Background: an optimization exercise with open tools, aiming at small area, a short achievable clock period and few clock cycles. Do not read the settings as production practice.
No functional check of the RTL was part of any run shown here.

### design/flow/config.mk
export PLATFORM = sky130hd
export DESIGN_NAME = ntwrk_size_tracker
export DESIGN_NICKNAME = ntwrk_size_tracker
export VERILOG_FILES = /design/flow/design.v
export SDC_FILE = /design/flow/constraint.sdc
export NUM_CORES = 4
export LEC_CHECK = 0
export CAP_MARGIN = 20
export CORE_MARGIN = 2
export CORE_UTILIZATION = 40
export SETUP_SLACK_MARGIN = 3
export SLEW_MARGIN = 20
### design/flow/constraint.sdc
create_clock -name core_clock -period 10.0 [get_ports {clk}]
set_input_delay 2.0000 -clock core_clock [delete_from_list [all_inputs] [get_ports {clk}]]
set_output_delay 2.0000 -clock core_clock [all_outputs]
set_load 0.01 [all_outputs]
### design/flow/design.v
package ntwrk_size_pkg;
    localparam int NTWRK_ID_W = 4;
    typedef enum logic [2:0] {
        CMD_IGNORE = 3'd0,
        CMD_NEW    = 3'd1,
        CMD_WR_A   = 3'd2,
        CMD_WR_B   = 3'd3,
        CMD_MERGE  = 3'd4,
        CMD_LOOKUP = 3'd5,
        CMD_UPDATE = 3'd6,
        CMD_RSVD   = 3'd7
    } ntwrk_cmd_id_e;
    typedef struct packed {
        logic [NTWRK_ID_W-1:0] ntwrkb;
        logic [NTWRK_ID_W-1:0] ntwrka;
        ntwrk_cmd_id_e         id;
    } ntwrk_size_cmd_t;
endpackage
import ntwrk_size_pkg::*;
module ntwrk_size_tracker
#(
    parameter int NUM_CONNS  = 8,
    parameter int NUM_POINTS = 1000,
    parameter int SIZE_W     = $clog2(NUM_POINTS) + 1,
    parameter int TOP_K      = 3,
    parameter int PROD_W     = SIZE_W * TOP_K
) (
    input  logic              clk,
    input  logic              rst,
    input  logic              cmd_vld,
    output logic              cmd_rdy,
    input  ntwrk_size_pkg::ntwrk_size_cmd_t cmd,
    output logic              rsp_vld,
    input  logic              rsp_rdy,
    output logic [PROD_W-1:0] rsp_data,
    output logic              rsp_is_prod,
    output logic              busy,
    output logic              err
);
    localparam int N  = 8;
    localparam int W  = 11;
    localparam int R  = 3;                
    localparam int ND = (W + R - 1) / R;  
    localparam int PW = 33;
    typedef enum logic [2:0] {E_IDLE, E_P1, E_P2, E_P3, E_MUL} eng_e;
    logic [W-1:0] size_q [N];
    logic         err_q;
    logic         rdy_q;
    logic         pend_q, pend_upd_q;
    logic [W-1:0] pend_v_q;
    eng_e         eng_q;
    logic [W-1:0] t0_q, t1_q, t2_q;
    logic [N-1:0] excl_q;
    logic         ebusy_q, dirty_q, pia_q;
    logic         ph2_q, first_q;
    logic [1:0]   k_q;
    logic         rsp_vld_q, rsp_prod_q;
    logic [PW-1:0] acc_q;
    logic         mx_q;
    logic [2:0]   mxa_q, mxb_q;
    logic [W-1:0] pa_q, pb_q;
    logic rsp_free;
    assign rsp_free = !rsp_vld_q || rsp_rdy;
    assign cmd_rdy     = rdy_q;
    assign busy        = !rdy_q;
    assign rsp_vld     = rsp_vld_q;
    assign rsp_is_prod = rsp_prod_q;
    assign rsp_data    = acc_q;
    logic [W:0]   m_sum;
    logic [W-1:0] m_val;
    logic         m_err;
    assign m_sum = {1'b0, pa_q} + {1'b0, pb_q};
    assign m_val = m_sum[W] ? {W{1'b1}} : m_sum[W-1:0];
    assign m_err = mx_q && m_sum[W];
    assign err   = err_q || m_err;
    logic [N-1:0] vld;
    always_comb for (int i = 0; i < N; i++) vld[i] = |size_q[i];
    logic [2:0] op;
    logic [3:0] ca, cb;
    logic       acc_cmd;
    assign op      = cmd.id;
    assign ca      = cmd.ntwrka;
    assign cb      = cmd.ntwrkb;
    assign acc_cmd = cmd_vld && rdy_q;
    logic is_new, is_wr, is_wrb, is_mrg, is_lkp, is_upd, is_rsv;
    assign is_new = (op == CMD_NEW);
    assign is_wr  = (op == CMD_WR_A) || (op == CMD_WR_B);
    assign is_wrb = (op == CMD_WR_B);
    assign is_mrg = (op == CMD_MERGE);
    assign is_lkp = (op == CMD_LOOKUP);
    assign is_upd = (op == CMD_UPDATE);
    assign is_rsv = (op == CMD_RSVD);
    logic         fa_m, fa_c, fb_m, fb_c;
    assign fa_m = mx_q && (mxa_q == ca[2:0]);
    assign fa_c = mx_q && (mxb_q == ca[2:0]);
    assign fb_m = mx_q && (mxa_q == cb[2:0]);
    assign fb_c = mx_q && (mxb_q == cb[2:0]);
    logic [W-1:0] sa, sb, opnd, wdata;
    logic [W:0]   inc;
    assign sa    = fa_m ? m_val : fa_c ? '0 : size_q[ca[2:0]];
    assign sb    = fb_m ? m_val : fb_c ? '0 : size_q[cb[2:0]];
    assign opnd  = is_wrb ? sb : sa;
    assign inc   = {1'b0, opnd} + 1'b1;
    assign wdata = inc[W] ? opnd : inc[W-1:0];
    logic a_in, b_in, va, vb, ab_eq, wr_ok, mrg_ok;
    assign a_in   = !ca[3];
    assign b_in   = !cb[3];
    assign va     = a_in && (fa_m || (!fa_c && vld[ca[2:0]]));
    assign vb     = b_in && (fb_m || (!fb_c && vld[cb[2:0]]));
    assign ab_eq  = (ca == cb);
    assign wr_ok  = is_wrb ? vb : va;
    assign mrg_ok = va && vb;
    logic cmd_err;
    always_comb begin
        cmd_err = 1'b0;
        if (is_new) cmd_err = !a_in || va;
        if (is_wr)  cmd_err = !wr_ok || inc[W];
        if (is_mrg) cmd_err = !ab_eq && !mrg_ok;
        if (is_rsv) cmd_err = 1'b1;
    end
    logic mrg_go;
    assign mrg_go = acc_cmd && is_mrg && !ab_eq && mrg_ok;
    logic [N-1:0] we_new, we_w, we_ma, we_mb;
    always_comb begin
        for (int i = 0; i < N; i++) begin
            we_new[i] = acc_cmd && is_new && a_in && (ca[2:0] == 3'(i));
            we_w[i]   = acc_cmd && is_wr && wr_ok &&
                        (is_wrb ? (cb[2:0] == 3'(i)) : (ca[2:0] == 3'(i)));
            we_ma[i]  = mx_q && (mxa_q == 3'(i));
            we_mb[i]  = mx_q && (mxb_q == 3'(i));
        end
    end
    logic [W-1:0] lk_val;
    assign lk_val = a_in ? sa : '0;
    logic [N-1:0] excl, win;
    assign excl = excl_q & {N{ebusy_q}};
    logic [W:0]   k1 [4];
    logic [2:0]   x1 [4];
    logic [W:0]   k2 [2];
    logic [2:0]   x2 [2];
    logic [W:0]   k3;
    logic [2:0]   x3;
    always_comb begin
        for (int p = 0; p < 4; p++) begin
            logic [W:0] kl, kr;
            kl = {!excl[2*p],   size_q[2*p]};
            kr = {!excl[2*p+1], size_q[2*p+1]};
            if (kr > kl) begin k1[p] = kr; x1[p] = 3'(2*p+1); end
            else         begin k1[p] = kl; x1[p] = 3'(2*p);   end
        end
        for (int p = 0; p < 2; p++) begin
            if (k1[2*p+1] > k1[2*p]) begin k2[p] = k1[2*p+1]; x2[p] = x1[2*p+1]; end
            else                     begin k2[p] = k1[2*p];   x2[p] = x1[2*p];   end
        end
        if (k2[1] > k2[0]) begin k3 = k2[1]; x3 = x2[1]; end
        else               begin k3 = k2[0]; x3 = x2[0]; end
        win = '0;
        win[x3] = 1'b1;
    end
    logic [W-1:0]    x_lo, y_op;
    logic [2*W-1:0]  x_op;
    logic [ND*R-1:0] y_pad;
    logic [1:0]      msd, k_eff;
    logic [R-1:0]    dig;
    logic [PW-1:0]   acc_next;
    logic            mul_go, mul_last;
    assign x_lo  = {t0_q[W-1:1], t0_q[0] | ~|t0_q};
    assign x_op  = ph2_q ? {t1_q, t0_q} : {{W{1'b0}}, x_lo};
    assign y_op  = ph2_q ? {t2_q[W-1:1], t2_q[0] | ~|t2_q}
                         : {t1_q[W-1:1], t1_q[0] | ~|t1_q};
    assign y_pad = (ND*R)'(y_op);
    always_comb begin
        msd = '0;
        for (int d = 1; d < ND; d++) if (|y_pad[d*R +: R]) msd = 2'(d);
    end
    assign k_eff    = first_q ? msd : k_q;
    assign dig      = y_pad[k_eff*R +: R];
    assign acc_next = (first_q ? '0 : (acc_q << R)) + PW'(x_op * dig);
    assign mul_go   = (eng_q == E_P3 || eng_q == E_MUL) && rsp_free;
    assign mul_last = (k_eff == 2'd0);
    logic chg, cache_ok;
    assign chg      = |{we_new, we_w, we_ma, we_mb};
    assign cache_ok = pia_q && !dirty_q && !mx_q;
    logic idle, lk_direct, up_direct, up_start, cmd_hold, pend_lk_go, pend_up_go, pend_up_start;
    assign idle          = (eng_q == E_IDLE);
    assign lk_direct     = acc_cmd && is_lkp && idle && rsp_free;
    assign up_direct     = acc_cmd && is_upd && idle && cache_ok && rsp_free;
    assign up_start      = acc_cmd && is_upd && idle && !cache_ok;
    assign cmd_hold      = acc_cmd && ((is_lkp && !(idle && rsp_free)) ||
                                       (is_upd && !(idle && (rsp_free || !cache_ok))));
    assign pend_lk_go    = pend_q && !pend_upd_q && idle && rsp_free;
    assign pend_up_go    = pend_q &&  pend_upd_q && idle && cache_ok && rsp_free;
    assign pend_up_start = pend_q &&  pend_upd_q && idle && !cache_ok;
    eng_e eng_d;
    logic pend_d;
    always_comb begin
        eng_d = eng_q;
        case (eng_q)
            E_IDLE: if (up_start) eng_d = mx_q ? E_P1 : E_P2;
                    else if (pend_up_start) eng_d = E_P2;
            E_P1:   eng_d = E_P2;
            E_P2:   eng_d = E_P3;
            E_P3:   eng_d = (mul_go && mul_last && ph2_q) ? E_IDLE : E_MUL;
            E_MUL:  if (mul_go && mul_last && ph2_q) eng_d = E_IDLE;
            default: eng_d = E_IDLE;
        endcase
        pend_d = pend_q;
        if (cmd_hold) pend_d = 1'b1;
        else if (pend_lk_go || pend_up_go || pend_up_start) pend_d = 1'b0;
    end
    always_ff @(posedge clk or posedge rst) begin
        if (rst) begin
            for (int i = 0; i < N; i++) size_q[i] <= '0;
            err_q      <= 1'b0;
            rdy_q      <= 1'b1;
            pend_q     <= 1'b0;
            pend_upd_q <= 1'b0;
            eng_q      <= E_IDLE;
            ebusy_q    <= 1'b0;
            ph2_q      <= 1'b0;
            first_q    <= 1'b1;
            dirty_q    <= 1'b1;
            pia_q      <= 1'b0;
            rsp_vld_q  <= 1'b0;
            rsp_prod_q <= 1'b0;
            mx_q       <= 1'b0;
        end else begin
            for (int i = 0; i < N; i++) begin
                if (we_new[i])     size_q[i] <= W'(2);
                else if (we_w[i])  size_q[i] <= wdata;
                else if (we_ma[i]) size_q[i] <= m_val;
                else if (we_mb[i]) size_q[i] <= '0;
            end
            if ((acc_cmd && cmd_err) || m_err) err_q <= 1'b1;
            mx_q <= mrg_go;
            pend_q <= pend_d;
            if (cmd_hold) pend_upd_q <= is_upd;
            rdy_q  <= !pend_d && (eng_d != E_P1) && (eng_d != E_P2);
            eng_q   <= eng_d;
            ebusy_q <= (eng_d != E_IDLE) && (eng_d != E_P1);
            if (eng_d != E_IDLE && idle) dirty_q <= 1'b0;
            else if (chg) dirty_q <= 1'b1;
            if (mul_go) begin
                first_q <= mul_last;
                if (mul_last) ph2_q <= !ph2_q;
            end
            if (lk_direct || pend_lk_go) begin
                rsp_prod_q <= 1'b0;
                rsp_vld_q  <= 1'b1;
                pia_q      <= 1'b0;
            end else if ((mul_go && mul_last && ph2_q) || up_direct || pend_up_go) begin
                rsp_prod_q <= 1'b1;
                rsp_vld_q  <= 1'b1;
                pia_q      <= 1'b1;
            end else if (rsp_rdy) begin
                rsp_vld_q  <= 1'b0;
            end
        end
    end
    always_ff @(posedge clk) begin
        if (cmd_hold) pend_v_q <= lk_val;
        mxa_q <= ca[2:0];
        mxb_q <= cb[2:0];
        pa_q  <= sa;
        pb_q  <= sb;
        case (eng_q)
            E_IDLE, E_P1: begin
                t0_q   <= k3[W-1:0];
                excl_q <= win;
            end
            E_P2: begin
                t1_q   <= k3[W-1:0];
                excl_q <= excl_q | win;
            end
            E_P3: t2_q <= k3[W-1:0];
            default: ;
        endcase
        if (mul_go) begin
            acc_q <= acc_next;
            k_q   <= k_eff - 2'd1;
            if (mul_last && !ph2_q) begin
                t0_q <= acc_next[W-1:0];
                t1_q <= acc_next[2*W-1:W];
            end
        end
        if (lk_direct)  acc_q <= PW'(lk_val);
        if (pend_lk_go) acc_q <= PW'(pend_v_q);
    end
endmodule
### design/flow/run.sh
#!/bin/bash
# synth_recipe.tcl (not shown) runs the flow's synth.tcl, then flattens the netlist and writes it again
# the make line also repeats each setting of config.mk as NAME=value (left out here)
make -C /OpenROAD-flow-scripts/flow DESIGN_CONFIG=/design/flow/config.mk WORK_HOME=/design/flow/orfs CLKGATE_MAP_FILE= SYNTH_SCRIPT=/design/flow/synth_recipe.tcl finish
==> metrics.md, run 1 <==
| Metric | Value |
|---|---|
| Clock tree buffer depth | `3` |
| Cells after Synth | `2,224` |
| Slew @ Worst Pin | `1.27 ns` |
| Later-pin clock latency in the skew report | `0.59 ns` |
| Synth-to-layout area growth | `12.0%` |
| Inst Count DP | `2,775` |
| WHS Endpoint | `acc_q[32]` |
| Starting Density | `40.4%` |
| Hold-critical path depth | `2` |
| Critical R2R Capture | `excl_q[6]` |
| DR vias/cell | `6.47` |
| WP data required | `10.34 ns` |
| Wire per inst | `26.8 um` |
| Sequential fraction of the synthesis area | `28.2%` |
| R2R setup slack | `3.22 ns` |
| Nature of the critical path endpoint | `flop` |
| # diodes | `0` |
| CTS root buf | `clkbuf_16` |
| Tmin final | `6.78 ns` |
| Fin cells | `2,850` |
| Synthesized cell area | `0.0188 mm2` |
| Final Max Tran Viols | `0` |
| CP arrival | `7.12 ns` |
| Min-delay src | `acc_q[32]` |
| DRT antenna net count | `0` |
| Post-Route Skew | `0.0433 ns` |
| Syn_area_per_cell | `8.43 um2` |
| Max_cap viols | `0` |
| Gpl congestion | `1.03` |
| Fin area | `0.0210 mm2` |
| Clk slew on worst S/H paths | `0.06 ns` |
| Rel. slew slack | `14.9%` |
| Total congestion overflow | `0` |
| Flops & latches, synth | `217` |
| RSZ-0062 raised after global routing | `yes` |
| First-pass GRT wire length | `114,000 um` |
| # IOs | `53` |
| Crit path max-delay cell type | `dfrtp_1` |
| Post-synth EDFFs | `43` |
| H-tree depth | `1` |
| Asr flop ratio synth | `47.0%` |
| Row cnt | `79` |
| Status | `no timing/DRC/antenna violations` |
| Peak per-stage delay on the critical path | `0.69 ns` |
| FF-to-FF path depth | `30` |
| CTS tree | `yes` |
| Syn_nets | `2,407` |
| CP most frequent cell | `ha_1` |
| Crit Path Class | `reg -> reg` |
| Period Utilization, post-route | `67.8%` |
| Pre-antenna DRT Iters | `6` |
| Via count | `18.4k` |
| Fin Setup TNS | `0 ns` |
| Total global-route track usage | `31.2%` |
| Initial antenna violation count | `1` |
| Clock sinks | `217` |
| Layout cells sized above 1 | `10.3%` |
| Die ar. | `0.0486 mm2` |
| Remaining DRCs | `0` |
| Final Setup Violations | `0` |
| Core ar. | `0.0465 mm2` |
| DRT iter0 DRCs | `1,831` |
| Ys flop type | `dfrtp_1` |
| Kind of path behind the tightest hold check | `reg -> reg` |
| Hold-fix buffers, CTS | `0` |
| Routed WL | `76,400 um` |
| Die height | `221 um` |
| Num CTS Buffers | `27` |
| Instance area at placement | `0.0197 mm2` |
| Yosys cell types | `88` |
| Final hold vios | `0` |
| Fmax achieved | `147 MHz` |
| Largest net degree at the start of global routing | `64` |
| DIE WIDTH | `221 um` |
| Crit-path max FO | `11` |
| FF-to-FF Start | `size_q[6][1]` |
| Vias in the first global route | `17.7k` |
| Nets | `2,405` |
| Final HPWL from detailed placement | `56,000 um` |
| Worst Setup Start Kind | `flop` |
| Synth Warn # | `6` |
| Number of port buffers | `52` |
cells in the final DEF, fill, tap and decap left out, types with 48 or more instances in the layout:
cell type        count
dfxtp_1             72
nand2_1            160
nor2b_1             67
mux2i_1             55
nor2_1             154
ha_1               125
inv_1              168
nor3_1              49
dfrtp_1             91
clkdlybuf4s50_1     48
nand3_1            109
a21oi_1            126
o21ai_0             97
routing by layer:
layer / up-vias / global-route usage (%) / part of all wire, %
li1: 8216 / - / -
met1: 8917 / 39.5 / 40
met2: 998 / 48.8 / 44
met3: 307 / 6.08 / 8.6
met4: 0 / 19.6 / 7.7
met5: - / 0 / 0
worst max-delay path by stage:
stage / start / endpoint / cells after the start
5_1_grt: ebusy_q / excl_q[6] / 31
3_3_place_gp: ebusy_q / excl_q[6] / 31
3_5_place_dp: ebusy_q / excl_q[6] / 31
6_report: size_q[6][1] / excl_q[6] / 30
4_1_cts: ebusy_q / excl_q[6] / 31
2_1_floorplan: ebusy_q / excl_q[6] / 33
registers in the layout (all words and copies together) (netlist names), 2 cells and up:
register	flops
acc_q	33
eng_q	3
excl_q	8
k_q	2
mxa_q	3
mxb_q	3
pa_q	11
pb_q	11
pend_v_q	11
size_q	88
t0_q	11
t1_q	11
t2_q	11
area by class of cell:
cell class | instances | area, um2
fill | 4624 | 25500
timing repair buffer | 94 | 845
multi-input combinational | 1712 | 12600
sequential | 217 | 5300
clock inverter | 20 | 199
tap | 607 | 759
inverter | 170 | 641
clock buffer | 30 | 687
cell families (layout without fill, tap and decap cells):
group,after synthesis,in the layout,synth area share (%)
AND/OR/NAND/NOR,748,748,20.0
AO/OA/AOI/OAI,639,643,23.4
buffers and inverters,299,314,6.46
flip-flops,217,217,28.2
adder cells (fa/ha/maj),168,168,12.9
multiplexers,105,105,6.77
XOR/XNOR,48,48,2.24
Yosys cell counts (55+ instances only):
library cell | count | area (um2)
a21oi_1 | 144 | 721
nand2_1 | 161 | 604
inv_1 | 169 | 634
ha_1 | 125 | 1560
clkbuf_1 | 79 | 297
mux2i_1 | 59 | 591
nor2b_1 | 68 | 425
nor3_1 | 55 | 275
nand3_1 | 109 | 546
o21ai_0 | 103 | 515
dfxtp_1 | 72 | 1440
dfrtp_1 | 99 | 2480
nor2_1 | 156 | 586
metrics by stage:
step | setup slack [ns] | utilization, % | hold slack, ns
after CTS | 3.07 | 44.5 | 0.460
after global placement | 1.96 | 42.3 | 0.442
after detailed placement | 1.83 | 42.3 | 0.447
after floorplan | 3.09 | - | 0.483
after global routing | 2.88 | 45.2 | 0.488
final | 3.22 | 45.2 | 0.456
critical path: cells and delay by family, from the launching register on:
| kind | cells | cell delay [ns] |
|---|---|---|
| AOI/OAI and AO/OA | 11 | 2.30 |
| adders and majority gates | 4 | 1.07 |
| and+or+nand+nor | 7 | 0.99 |
| DFF | 1 | 0.69 |
| buffers and inverters | 5 | 0.68 |
| muxes | 2 | 0.51 |
| xor gates and xnor gates | 1 | 0.29 |
repair_timing:
item                                    CTS  global route
setup buffers                             4            17
resized for setup                        18            40
pin swaps                                 2             5
cloned                                    1             3
endpoints found under the setup margin   42            33
==> run 2: changes to the inputs <==
--- a/design/flow/design.v
+++ b/design/flow/design.v
@@ -132,30 +132,35 @@
     end
     logic [W-1:0] lk_val;
     assign lk_val = a_in ? sa : '0;
-    logic [N-1:0] excl, win;
-    assign excl = excl_q & {N{ebusy_q}};
-    logic [W:0]   k1 [4];
-    logic [2:0]   x1 [4];
-    logic [W:0]   k2 [2];
-    logic [2:0]   x2 [2];
+    logic [W:0]   key [N];
+    logic [N-1:0] win;
+    logic [W:0]   gk [2];
+    logic [3:0]   gw [2];
     logic [W:0]   k3;
-    logic [2:0]   x3;
-    always_comb begin
-        for (int p = 0; p < 4; p++) begin
-            logic [W:0] kl, kr;
-            kl = {!excl[2*p],   size_q[2*p]};
-            kr = {!excl[2*p+1], size_q[2*p+1]};
-            if (kr > kl) begin k1[p] = kr; x1[p] = 3'(2*p+1); end
-            else         begin k1[p] = kl; x1[p] = 3'(2*p);   end
-        end
-        for (int p = 0; p < 2; p++) begin
-            if (k1[2*p+1] > k1[2*p]) begin k2[p] = k1[2*p+1]; x2[p] = x1[2*p+1]; end
-            else                     begin k2[p] = k1[2*p];   x2[p] = x1[2*p];   end
-        end
-        if (k2[1] > k2[0]) begin k3 = k2[1]; x3 = x2[1]; end
-        else               begin k3 = k2[0]; x3 = x2[0]; end
-        win = '0;
-        win[x3] = 1'b1;
+    always_comb begin
+        for (int i = 0; i < N; i++) key[i] = {!(excl_q[i] && ebusy_q), size_q[i]};
+        for (int g = 0; g < 2; g++) begin
+            logic c01, c02, c03, c12, c13, c23;
+            c01 = key[4*g+1] > key[4*g];
+            c02 = key[4*g+2] > key[4*g];
+            c03 = key[4*g+3] > key[4*g];
+            c12 = key[4*g+2] > key[4*g+1];
+            c13 = key[4*g+3] > key[4*g+1];
+            c23 = key[4*g+3] > key[4*g+2];
+            gw[g][0] = !c01 && !c02 && !c03;
+            gw[g][1] =  c01 && !c12 && !c13;
+            gw[g][2] =  c02 &&  c12 && !c23;
+            gw[g][3] =  c03 &&  c13 &&  c23;
+            gk[g] = '0;
+            for (int j = 0; j < 4; j++) gk[g] = gk[g] | (key[4*g+j] & {(W+1){gw[g][j]}});
+        end
+        if (gk[1] > gk[0]) begin
+            k3  = gk[1];
+            win = {gw[1], 4'b0};
+        end else begin
+            k3  = gk[0];
+            win = {4'b0, gw[0]};
+        end
     end
     logic [W-1:0]    x_lo, y_op;
     logic [2*W-1:0]  x_op;
==> metrics.md, run 2 <==
| Metric | Value |
|---|---|
| Status | `no timing/DRC/antenna violations (unchanged)` |
| Crit Path Class | `reg -> reg (unchanged)` |
| Num CTS Buffers | `26 (was 27)` |
| Synth-to-layout area growth | `9.38% (was 12.0%)` |
| CP arrival | `7.05 ns (was 7.12 ns)` |
| Core ar. | `0.0499 mm2 (was 0.0465 mm2)` |
| Fin cells | `3,043 (was 2,850)` |
| Tmin final | `6.61 ns (was 6.78 ns)` |
| Cells after Synth | `2,355 (was 2,224)` |
| Top-count cell post-synth | `inv_1 (unchanged)` |
| Total global-route track usage | `30.9% (was 31.2%)` |
| Post-synth EDFFs | `43 (unchanged)` |
| Worst Setup Start Kind | `flop (unchanged)` |
| Die ar. | `0.0521 mm2 (was 0.0486 mm2)` |
| CTS root buf | `clkbuf_16 (unchanged)` |
| DRT iter0 DRCs | `2,364 (was 1,831)` |
| Top-area cell type share of the netlist area | `12.3% (was 13.2%)` |
| Final hold vios | `0 (unchanged)` |
| Largest net degree at the start of global routing | `57 (was 64)` |
| Total congestion overflow | `0 (unchanged)` |
| Flops & latches, synth | `217 (unchanged)` |
| Clk slew on worst S/H paths | `0.06 ns (about the same)` |
| Area contributors post-synth | `dfrtp_1 12%, ha_1 12%, dfxtp_1 7.2% (was dfrtp_1 13%, ha_1 8.3%, dfxtp_1 7.7%)` |
| Commonest cells post-synth | `200 x inv_1, 196 x nor2_1, 190 x ha_1 (was 169 x inv_1, 161 x nand2_1, 156 x nor2_1)` |
| DR vias/cell | `6.48 (was 6.47)` |
| Later-pin clock latency in the skew report | `0.58 ns (was 0.59 ns)` |
| Slew @ Worst Pin | `1.20 ns (was 1.27 ns)` |
| Rel. slew slack | `19.5% (was 14.9%)` |
| Number of port buffers | `52 (unchanged)` |
| Kind of path behind the tightest hold check | `reg -> reg (unchanged)` |
| Period Utilization, post-route | `66.1% (was 67.8%)` |
| Wire per inst | `27.1 um (was 26.8 um)` |
| Most frequent cells in the layout | `199 x inv_1, 196 x nor2_1, 190 x ha_1 (was 168 x inv_1, 160 x nand2_1, 154 x nor2_1)` |
| Syn_nets | `2,603 (was 2,407)` |
| Starting Density | `40.3% (was 40.4%)` |
| Routed WL | `82,500 um (was 76,400 um)` |
| Fin area | `0.0220 mm2 (was 0.0210 mm2)` |
| Sequential fraction of the synthesis area | `26.3% (was 28.2%)` |
| Gpl congestion | `1.03 (about the same)` |
| Post-Place Setup Slack | `2.86 ns (was 1.83 ns)` |
| DIE WIDTH | `228 um (was 221 um)` |
| Crit path max-delay cell type | `dfstp_4 (was dfrtp_1)` |
| First-pass GRT wire length | `123,000 um (was 114,000 um)` |
| Layout cells sized above 1 | `7.38% (was 10.3%)` |
| H-tree depth | `1 (unchanged)` |
| Yosys cell types | `111 (was 88)` |
| Vias in the first global route | `19.0k (was 17.7k)` |
| Via count | `19.7k (was 18.4k)` |
| Biggest regs | `size_q x88, acc_q x33 (unchanged)` |
| Pre-antenna DRT Iters | `6 (unchanged)` |
| Syn_area_per_cell | `8.54 um2 (was 8.43 um2)` |
| Most common cell after layout, fill and taps aside | `inv_1 (unchanged)` |
| Inst Count DP | `2,993 (was 2,775)` |
| Asr flop ratio synth | `47.0% (unchanged)` |
| Initial antenna violation count | `0 (was 1)` |
| Hold-fix buffers, CTS | `0 (unchanged)` |
| Final WS setup | `3.39 ns (was 3.22 ns)` |
| Max_cap viols | `0 (unchanged)` |
| Final HPWL from detailed placement | `62,700 um (was 56,000 um)` |
| CTS tree | `yes (unchanged)` |
| Ys flop type | `dfrtp_1 (unchanged)` |
| Crit path cell chain | `o21ai_0 > o22ai_4 > mux4_2 > mux2_2 > and2_1 > fa_1 > inv_1 > fa_1 > inv_1 > ha_1 > inv_1 > fa_1 > nor2b_1 > o21a_1 > o21ai_0 > a21oi_1 > a21oi_1 > o21ai_1 > o21a_1 > nand3_1 > xnor2_1 > a22o_1` |
| Fmax achieved | `151 MHz (was 147 MHz)` |
| Largest register FFs | `88 (unchanged)` |
| Instance area at placement | `0.0211 mm2 (was 0.0197 mm2)` |
| Synthesized cell area | `0.0201 mm2 (was 0.0188 mm2)` |
| Final Setup Violations | `0 (unchanged)` |
| Crit-path max FO | `33 (was 11)` |
| Row cnt | `82 (was 79)` |
| Synth Warn # | `5 (was 6)` |
| Largest Register | `size_q (unchanged)` |
| Clock tree buffer depth | `3 (unchanged)` |
| Fin Setup TNS | `0 ns (unchanged)` |
| Nature of the critical path endpoint | `flop (unchanged)` |
| Final Max Tran Viols | `0 (unchanged)` |
| Yosys top cell by area | `dfrtp_1 (unchanged)` |
| WP data required | `10.45 ns (was 10.34 ns)` |
| Peak per-stage delay on the critical path | `0.82 ns (was 0.69 ns)` |
| # IOs | `53 (unchanged)` |
| Final Core Density | `44.1% (was 45.2%)` |
| RSZ-0062 raised after global routing | `no (was yes)` |
| Clock sinks | `217 (unchanged)` |
| Post-Route Skew | `0.0326 ns (was 0.0433 ns)` |
| Die height | `228 um (was 221 um)` |
| DRT antenna net count | `0 (unchanged)` |
| Nets | `2,598 (was 2,405)` |
| Remaining DRCs | `0 (unchanged)` |
| Post CTS Setup Buffer Count | `0 (was 4)` |
==> run 2: changes by cell type after synthesis, sizes merged, moves of 22 or more <==
cell   before  now
a21oi     144  115
inv       169  204
ha        125  190
a221o       6   40
nand3     109   45
nor2      156  200
mux2       31    9
==> run 2: through the flow <==
stage	hold WS, ns
6_report	0.462
4_1_cts	0.474
5_1_grt	0.497
3_5_place_dp	0.460
2_1_floorplan	0.468
3_3_place_gp	0.441
==> run 2: logic make-up after synthesis <==
family / share of synthesized area, %
AOI/OAI and AO/OA: 25.9
xor gates and xnor gates: 2.13
adders and majority gates: 16.1
buffers and inverters: 6.78
DFF: 26.3
muxes: 3.38
and+or+nand+nor: 19.4
==> run 2: worst paths after layout <==
path                                start           end  slack (ns)  cells after the start
worst max-delay path              first_q     acc_q[29]        3.39                     22
worst min-delay path            acc_q[32]     acc_q[32]        0.46                      2
worst max register to register    first_q     acc_q[29]        3.39                     22
worst min register to register  acc_q[32]     acc_q[32]        0.46                      2
max in group asynchronous             rst  size_q[7][5]        6.93                      3
min in group asynchronous             rst  size_q[5][5]        1.87                      2
==> run 2: worst max-delay path: cells and delay by family (launching register included) <==
family          cells  cell delay, ns
compound gates      9            2.37
fa+ha+maj           4            1.58
mux                 2            0.93
flops               1            0.82
simple gates        3            0.46
buf+inv             3            0.19
xor+xnor            1            0.14
==> run 2: cell type report <==
cell class,count,area (um2)
Timing Repair Buffer,83,743
Clock buffer,38,727
Sequential cell,217,5300
Antenna cell,1,2.50
Clock inverter,10,105
Fill cell,5022,27900
Inverter,206,778
Multi-Input combinational cell,1816,13500
Tap cell,672,841
==> run 2: repair_timing <==
item | in CTS | in global routing
endpoints found under the setup margin | 3 | 10
resized for setup | 2 | 3
endpoints found under the hold margin | 0 | 0
==> run 2: per-layer routing <==
layer  up-vias  GRT usage [%]  routed length [um]
met1      9536           39.6               32900
met2      1126           47.2               35500
met3       338           6.89                7940
met4         0           19.4                6220
met5         -              0                   0
li1       8725              -                   -

[separate check: timing with driven ports]
The results above use ideal ports. As a check the final layouts listed here were re-extracted and re-timed, cells and wires unchanged.
Step 1 (the two cells are an assumption about what drives the block):
set clk [get_ports {clk}]
set_driving_cell -lib_cell sky130_fd_sc_hd__clkbuf_16 $clk
set_driving_cell -lib_cell sky130_fd_sc_hd__buf_2 [delete_from_list [all_inputs] $clk]
Step 2 times the ports against the registers' clock, not the clock port: input delays grow and output delays shrink by t, the midpoint of the rising clock arrivals with the driver on.
Slacks: ideal ports / drivers / drivers and shift; pairs: ideal ports / drivers.
run	t (ns)	slack for setup (ns)	slew at the worst register clock pin (ns)	cell pins on the clock port's net
run 1	0.625	3.219 / 3.219 / 2.974	0.07 / 0.07	1
run 2	0.623	3.392 / 3.392 / 3.392	0.07 / 0.07	1
After both steps setup and hold are still met in every run listed. For run 1, which loses most, drivers alone change the setup slack by 0.000 ns; drivers and shift together by -0.245 ns.
